Background: an optimization exercise with open tools, aiming at small area, a short achievable clock period and few clock cycles per item. Do not read the settings as production practice. At most, simulation tests tie the RTL to the original design; equivalence was not proved. The clock port is modelled as an ideal driver; clocking choices that lean on that would not hold on a real chip.

## job 9252
==> module aes_round_engine, before the edit <==
module aes_round_engine (
  input  logic         clk,
  input  logic         reset,
  input  logic         in_valid,
  output logic         in_ready,
  input  logic [127:0] in_data,
  output logic [3:0]   key_rnd,
  input  logic [127:0] key_in,
  output logic         out_valid,
  output logic [127:0] out_data,
  input  logic         out_ready,
  output logic         busy
);
  logic [127:0] a_q, b_q;
  logic         av_q, ad_q;   
  logic [3:0]   ar_q;         
  logic         bv_q;         
  logic [3:0]   br_q;         
  logic         blast_q;      
  logic [127:0] sb, so, sr, mc, nxt;
  logic         stall, accept;
  for (genvar i = 0; i < 16; i++) begin : g_sb
    aes_sbox u_sb (.a(a_q[127 - 8 * i -: 8]), .w(sb[127 - 8 * i -: 8]));
    aes_sbox_out u_so (.w(b_q[127 - 8 * i -: 8]), .s(so[127 - 8 * i -: 8]));
  end
  for (genvar c = 0; c < 4; c++) begin : g_col
    for (genvar r = 0; r < 4; r++) begin : g_row
      assign sr[127 - 32 * c - 8 * r -: 8] = so[127 - 32 * ((c + r) % 4) - 8 * r -: 8];
    end
    aes_col_round u_mc (
      .a_i   (sr[127 - 32 * c -: 32]),
      .mc_i  (!blast_q),
      .col_o (mc[127 - 32 * c -: 32])
    );
  end
  assign stall    = ad_q && !out_ready;
  assign in_ready = !bv_q && !stall;
  assign accept   = in_valid && in_ready;
  assign nxt = (bv_q ? mc : in_data) ^ key_in;
  always_ff @(posedge clk) begin
    if (!stall) a_q <= nxt;
  end
  always_ff @(posedge clk) begin
    if (!stall) b_q <= sb;
  end
  always_ff @(posedge clk or negedge reset) begin
    if (!reset) begin
      av_q    <= 1'b0;
      ad_q    <= 1'b0;
      ar_q    <= 4'd0;
      bv_q    <= 1'b0;
      br_q    <= 4'd0;
      blast_q <= 1'b0;
    end else if (!stall) begin
      bv_q    <= av_q && !ad_q;
      br_q    <= ar_q;
      blast_q <= (ar_q == 4'd10);
      av_q    <= bv_q || accept;
      ad_q    <= bv_q && blast_q;
      ar_q    <= bv_q ? br_q + 4'd1 : 4'd1;
    end
  end
  assign busy      = av_q || bv_q;
  assign out_valid = ad_q;
  assign out_data  = a_q;
  assign key_rnd   = bv_q ? br_q : 4'd0;
endmodule
Settings: LEC_CHECK=0, CAP_MARGIN=20, CORE_MARGIN=2, CORE_UTILIZATION=50, CTS_BUF_LIST=sky130_fd_sc_hd__clkbuf_4 sky130_fd_sc_hd__clkbuf_8, GPL_ROUTABILITY_DRIVEN=1, PLACE_DENSITY=0.62, SLEW_MARGIN=20; clock period 7.5 ns.
standard.sh (not shown) runs the stock make flow with config.mk's settings and CLKGATE_MAP_FILE= SYNTH_SCRIPT=/design/flow/synth_recipe.tcl, a recipe that flattens the netlist after the stock synthesis.
==> flow/flow/run.sh <==
#!/bin/bash
# The standard layout (standard.sh) with three changes:
#  - Yosys's technology mapping runs ABC with flow/abc_xor.script (keeps the
#    XOR-rich S-box and MixColumns logic as XOR/XNOR cells) instead of ORFS's
#    abc_speed.script; everything else, registers included, is the standard
#    synthesis (synth_recipe.tcl);
#  - port buffers are sky130_fd_sc_hd__buf_1 rather than the
#    clkdlybuf4s50_1 that buffer_ports picks by default;
#  - after CTS, flow/skew.tcl delays the clock of the b_q registers (useful
#    skew between the two pipeline stages; b_q has no input or output paths)
#    and repairs the out_ready -> in_ready path (see skew.tcl).
# Each tool's output is in orfs/logs/ as usual; make's output is in
# flow_make.log.
set -euo pipefail
HERE=$(pwd)
cat > my_synth.tcl <<TCL
proc abc {args} {
  set i [lsearch -exact \$args -script]
  if {\$i >= 0} { set args [lreplace \$args \$i [expr {\$i + 1}] -script $HERE/flow/abc_xor.script] }
  yosys abc {*}\$args
}
source $HERE/synth_recipe.tcl
TCL
bash standard.sh SYNTH_SCRIPT=$HERE/my_synth.tcl \
  "BUFFER_PORTS_ARGS=-buffer_cell sky130_fd_sc_hd__buf_1" \
  "POST_CTS_TCL=$HERE/flow/skew.tcl" \
  "SKEW_CELLS=sky130_fd_sc_hd__clkdlybuf4s15_1 sky130_fd_sc_hd__clkbuf_4" \
  FEEDTHROUGH_MAX_DELAY=3.2 SKEW_REPAIR_MARGIN=3.9 \
  finish > flow_make.log 2>&1
Other scripts of this flow, unchanged in this note and not shown: flow/flow/abc_xor.script, flow/flow/skew.tcl
For job 2132, these inputs were changed with respect to job 9252:
-- flow/design.v --
<<< job 9252, line 122
  assign in_ready = !bv_q && !stall;
  assign accept   = in_valid && in_ready;
  assign nxt = (bv_q ? mc : in_data) ^ key_in;
  always_ff @(posedge clk) begin
    if (!stall) a_q <= nxt;
  end
  always_ff @(posedge clk) begin
>>> job 2132, line 122
  assign in_ready = !bv_q && !stall;
  assign accept   = in_valid && in_ready;
  assign nxt = (stall ? 128'd0 : key_in) ^ (stall ? a_q : bv_q ? mc : in_data);
  always_ff @(posedge clk) begin
    a_q <= nxt;
  end
  always_ff @(posedge clk) begin
## What came out
- Job 2132 — floorplan die area about 0.37% lower, job 9252 as reference
- Diff job 9252 -> job 2132: multiplexer share of the synthesized area now smaller; synthesis-to-layout area growth shows a reduction of 2.1 points.
- The final reports for job 2132 and job 9252 show area of all placed cells without fillers lower in the former.
- Of job 2132 and job 9252, it is job 2132 that has the lower worst slack on hold paths.
- Summed instance area of the synthesized netlist was higher in job 9252 than in job 2132.
Testbench counts of job 2132, summed over its fixed seeds: cycles 5,664, items 512.
The RTL of job 9252 was laid out without a check of its function.

[separate check: timing with driven ports]
Ports are ideal in the flow. The routed layouts listed here were re-timed in OpenROAD. Step 1 assumes that a clkbuf_16 drives the clock port and a buf_2 every other input. Step 2, shift: input delay + t, output delay - t, t = (earliest + latest rising clock arrival at the registers) / 2. This alone moves slack from input paths to output paths. a / b / c = ideal / step 1 / step 2; a / b = the first two.
run	t (ns)	setup WS [ns]	worst hold slack (ns)	latest minus earliest clock arrival (ns)
job 9252	0.858	3.760 / 3.760 / 3.722	0.486 / 0.486 / 0.486	0.370 / 0.370
job 2132	0.873	3.812 / 3.812 / 3.594	0.469 / 0.469 / 0.469	0.367 / 0.366
Clock arrivals are far apart in job 9252 and job 2132, so t is only a midpoint there and step 2 fits no single register. For job 2132, which loses most, drivers alone change the setup slack by 0.000 ns; drivers and shift together by -0.218 ns.
